Background: an optimization exercise with open tools, aiming at a short achievable clock period and few clock cycles per item. Do not read the settings as production practice.
The RTL was checked by simulation tests, not by an equivalence proof against the original design.
The clock port is modelled as an ideal driver, which makes a skipped or thinned clock tree look cheaper than it is; a real chip needs a root buffer or a tree.
Power figures rest on the tool's default switching activity, not on a simulated workload.

## mem_wb_top
module mem_wb_top (
    input  logic         clk,
    input  logic         reset,
    input  logic         ex_valid,
    output logic         ex_ready,
    input  logic         ex_w_rd,
    input  logic [31:0]  ex_x_rd,
    input  logic         ex_mem_r_req,
    input  logic         ex_mem_w_req,
    input  logic [5:0]   ex_mem_addr,
    input  logic [106:0] ex_sr,
    input  logic [3:0]   ex_rd,
    output logic         rf_we,
    output logic [3:0]   rf_waddr,
    output logic [31:0]  rf_wdata,
    output logic [106:0] sr,
    output logic         commit,
    input  logic         intr_req,
    output logic         intr_pending
);
    lib_cpu::EXECUTE     ex;
    lib_cpu::SPECIAL_REG sr_s;
    assign ex.w_rd      = ex_w_rd;
    assign ex.x_rd      = ex_x_rd;
    assign ex.mem_r_req = ex_mem_r_req;
    assign ex.mem_w_req = ex_mem_w_req;
    assign ex.mem_addr  = ex_mem_addr;
    assign ex.sr        = ex_sr;
    assign sr           = sr_s;
    lib_mem_wb #(
        .XLEN   (32),
        .MEM_AW (6),
        .RF_AW  (4)
    ) u_mem_wb (
        .clk          (clk),
        .reset        (reset),
        .ex_valid     (ex_valid),
  ...
Size in the first run: about 4600 cells after synthesis, ~2800 flip-flops.
clock: 5.0 ns
lec_check: 0
cap_margin: 20
core_margin: 2
core_utilization: 66
place_density: 0.76
setup_slack_margin: 3
slew_margin: 20
standard.sh (not shown) runs the stock make flow with config.mk's settings and CLKGATE_MAP_FILE= SYNTH_SCRIPT=/design/flow/synth_recipe.tcl, a recipe that flattens the netlist after the stock synthesis.
==> flow/flow/run.sh <==
#!/bin/bash
# Own flow: the standard layout (standard.sh, standard synthesis), with
#  - a fixed, balanced three-level clock tree (flow/pre_cts.tcl replaces
#    TritonCTS's tree; the clock port feeds only the 4 top buffers),
#  - output port buffers placed at their pins, and the flip-flops driving them
#    beside them, before detailed placement
#    (flow/pre_detail_place.tcl),
#  - port buffers of sky130_fd_sc_hd__buf_4 instead of the default choice,
#  - cell sizing not limited to cells of the same footprint.
# Each tool's full output stays in orfs/logs; make's own output goes to flow_make.log.
set -euo pipefail
WORK=$(pwd)
bash standard.sh \
  MATCH_CELL_FOOTPRINT=0 \
  "BUFFER_PORTS_ARGS=-buffer_cell sky130_fd_sc_hd__buf_4" \
  PRE_CTS_TCL="$WORK/flow/pre_cts.tcl" \
  PRE_DETAIL_PLACE_TCL="$WORK/flow/pre_detail_place.tcl" \
  finish > "$WORK/flow_make.log" 2>&1
==> flow/flow/pre_detail_place.tcl <==
# Before detailed placement: put each output port's buffer at the core edge
# next to its pin, and the flip-flop that drives that buffer right beside it
# (detailed placement then legalises them), so the wires from the flip-flop to
# the buffer and from the buffer to the pin are short.
set my_block [ord::get_db_block]
set my_core [$my_block getCoreArea]
set my_moved 0
proc my_clamp { v lo hi } {
  if { $v < $lo } { return $lo }
  if { $v > $hi } { return $hi }
  return $v
}
foreach bterm [$my_block getBTerms] {
  if { [$bterm getIoType] != "OUTPUT" } { continue }
  set net [$bterm getNet]
  if { $net == "NULL" } { continue }
  set buf ""
  foreach it [$net getITerms] {
    if { [$it isOutputSignal] } { set buf [$it getInst] }
  }
  if { $buf == "" } { continue }
  set innet ""
  foreach it [$buf getITerms] {
    if { [$it isInputSignal] } { set innet [$it getNet] }
  }
  if { $innet == "" || $innet == "NULL" } { continue }
  set drv ""
  foreach it [$innet getITerms] {
    if { [$it isOutputSignal] } { set drv [$it getInst] }
  }
  if { $drv == "" } { continue }
  if { ![string match "*__df*" [[$drv getMaster] getName]] } { continue }
  set pbox [$bterm getBBox]
  set px [expr { ([$pbox xMin] + [$pbox xMax]) / 2 }]
  set py [expr { ([$pbox yMin] + [$pbox yMax]) / 2 }]
  set bw [[$buf getMaster] getWidth]
  set bh [[$buf getMaster] getHeight]
  set fw [[$drv getMaster] getWidth]
  set fh [[$drv getMaster] getHeight]
  set bx [my_clamp [expr { $px - $bw / 2 }] [$my_core xMin] [expr { [$my_core xMax] - $bw }]]
  set by [my_clamp [expr { $py - $bh / 2 }] [$my_core yMin] [expr { [$my_core yMax] - $bh }]]
  $buf setLocation $bx $by
  # the flip-flop goes one cell further in from the pin's edge
  set cx [expr { ([$my_core xMin] + [$my_core xMax]) / 2 }]
  set cy [expr { ([$my_core yMin] + [$my_core yMax]) / 2 }]
  set fx $bx
  set fy $by
  if { $px <= [$my_core xMin] || $px >= [$my_core xMax] } {
    set fx [expr { $bx < $cx ? $bx + $bw : $bx - $fw }]
  } else {
    set fy [expr { $by < $cy ? $by + $bh : $by - $fh }]
  }
  $drv setLocation $fx $fy
  incr my_moved
}
puts "flow: moved $my_moved output buffers and flip-flops next to their pins"
Other scripts of this flow, unchanged in this note and not shown: flow/flow/pre_cts.tcl
Testbench counts at the start, summed over its fixed seeds: cycles 16,024, items 16,000.
Rerun with:
--- a/flow/flow/run.sh
+++ b/flow/flow/run.sh
@@ -4,4 +4,3 @@
 #    TritonCTS's tree; the clock port feeds only the 4 top buffers),
-#  - output port buffers placed at their pins, and the flip-flops driving them
-#    beside them, before detailed placement
+#  - output flip-flops placed at their port buffers before detailed placement
 #    (flow/pre_detail_place.tcl),
==> flow/flow/pre_detail_place.tcl (replaced) <==
# Before detailed placement: put each flip-flop that drives an output port's
# buffer at that buffer's location (detailed placement then legalises both),
# so the flip-flop's output wire to the port buffer is short.
set my_block [ord::get_db_block]
set my_moved 0
foreach bterm [$my_block getBTerms] {
  if { [$bterm getIoType] != "OUTPUT" } { continue }
  set net [$bterm getNet]
  if { $net == "NULL" } { continue }
  set buf ""
  foreach it [$net getITerms] {
    if { [$it isOutputSignal] } { set buf [$it getInst] }
  }
  if { $buf == "" } { continue }
  set innet ""
  foreach it [$buf getITerms] {
    if { [$it isInputSignal] } { set innet [$it getNet] }
  }
  if { $innet == "" || $innet == "NULL" } { continue }
  set drv ""
  foreach it [$innet getITerms] {
    if { [$it isOutputSignal] } { set drv [$it getInst] }
  }
  if { $drv == "" } { continue }
  if { ![string match "*__df*" [[$drv getMaster] getName]] } { continue }
  lassign [$buf getLocation] bx by
  $drv setLocation $bx $by
  incr my_moved
}
puts "flow: moved $my_moved output flip-flops to their port buffers"
- CORE_UTILIZATION: 66 -> 70
- PLACE_DENSITY: 0.76 -> 0.8
Utilization rises by 4.3 points.
Maximum frequency rises by about 1.5%.
Routed wire length rises by 0.38%.
Worst hold slack loses 0.018 ns.
Sequential power stays flat.
Flip-flop and latch count does not change.
Cell area stays flat.
Via count rises by 2.1%.
Final cell count falls by 0.96%.
Global-route usage rises by 2.0 points.
Register-to-register slack loses 0.11 ns.
Rerun with:
- CORE_UTILIZATION: 70 -> 74
- PLACE_DENSITY: 0.8 -> 0.84
After rerunning: This time the run completed and failed the layout checks on antenna violations. Hold slack is better by 0.022 ns. Critical path depth is unchanged. Sequential share of layout area stays flat. Final area barely changes. Maximum frequency decreases slightly. Cell count decreases slightly. Synthesized cell count does not change. Global-route usage increases by 4.9 points.
Rerun with:
- CORE_UTILIZATION: 74 -> 66
- PLACE_DENSITY: 0.84 -> 0.76
Outcome: The new run went through all stages and came out clean; wire length went down by roughly a tenth; die area went up by roughly a tenth; register-to-register slack improved by 0.16 ns; setup slack improved by 0.040 ns; total power went down slightly.
No run of this note takes its clock network from TritonCTS; it comes from the design's own scripts or RTL.

-- re-timing with driven ports --
The flow's constraints put no driver on any port. The routed layouts listed below were extracted and timed again, unchanged, in two steps. Step 1 sets driving cells, clkbuf_16 on the clock port and buf_2 on the other inputs (assumed; they add their load-dependent delay and slew). Step 2 times the ports against the registers' clock, not the clock port: input delays grow and output delays shrink by t, the midpoint of the rising clock arrivals with the driver on. Three values: no drivers, after step 1, after step 2; two values: the first two.
run	shift t [ns]	slack for setup (ns)	hold WS [ns]	worst setup path at the end
the first run	0.726	2.940 / 2.773 / 2.505	0.325 / 0.325 / 0.325	input to register
the second run	0.720	2.971 / 2.800 / 2.483	0.306 / 0.306 / 0.306	input to register
the third run	0.728	2.938 / 2.771 / 2.474	0.328 / 0.328 / 0.328	input to register
the fourth run	0.724	2.978 / 2.810 / 2.532	0.324 / 0.324 / 0.324	input to register
For the second run, which loses most, drivers alone change the setup slack by -0.171 ns; drivers and shift together by -0.488 ns.
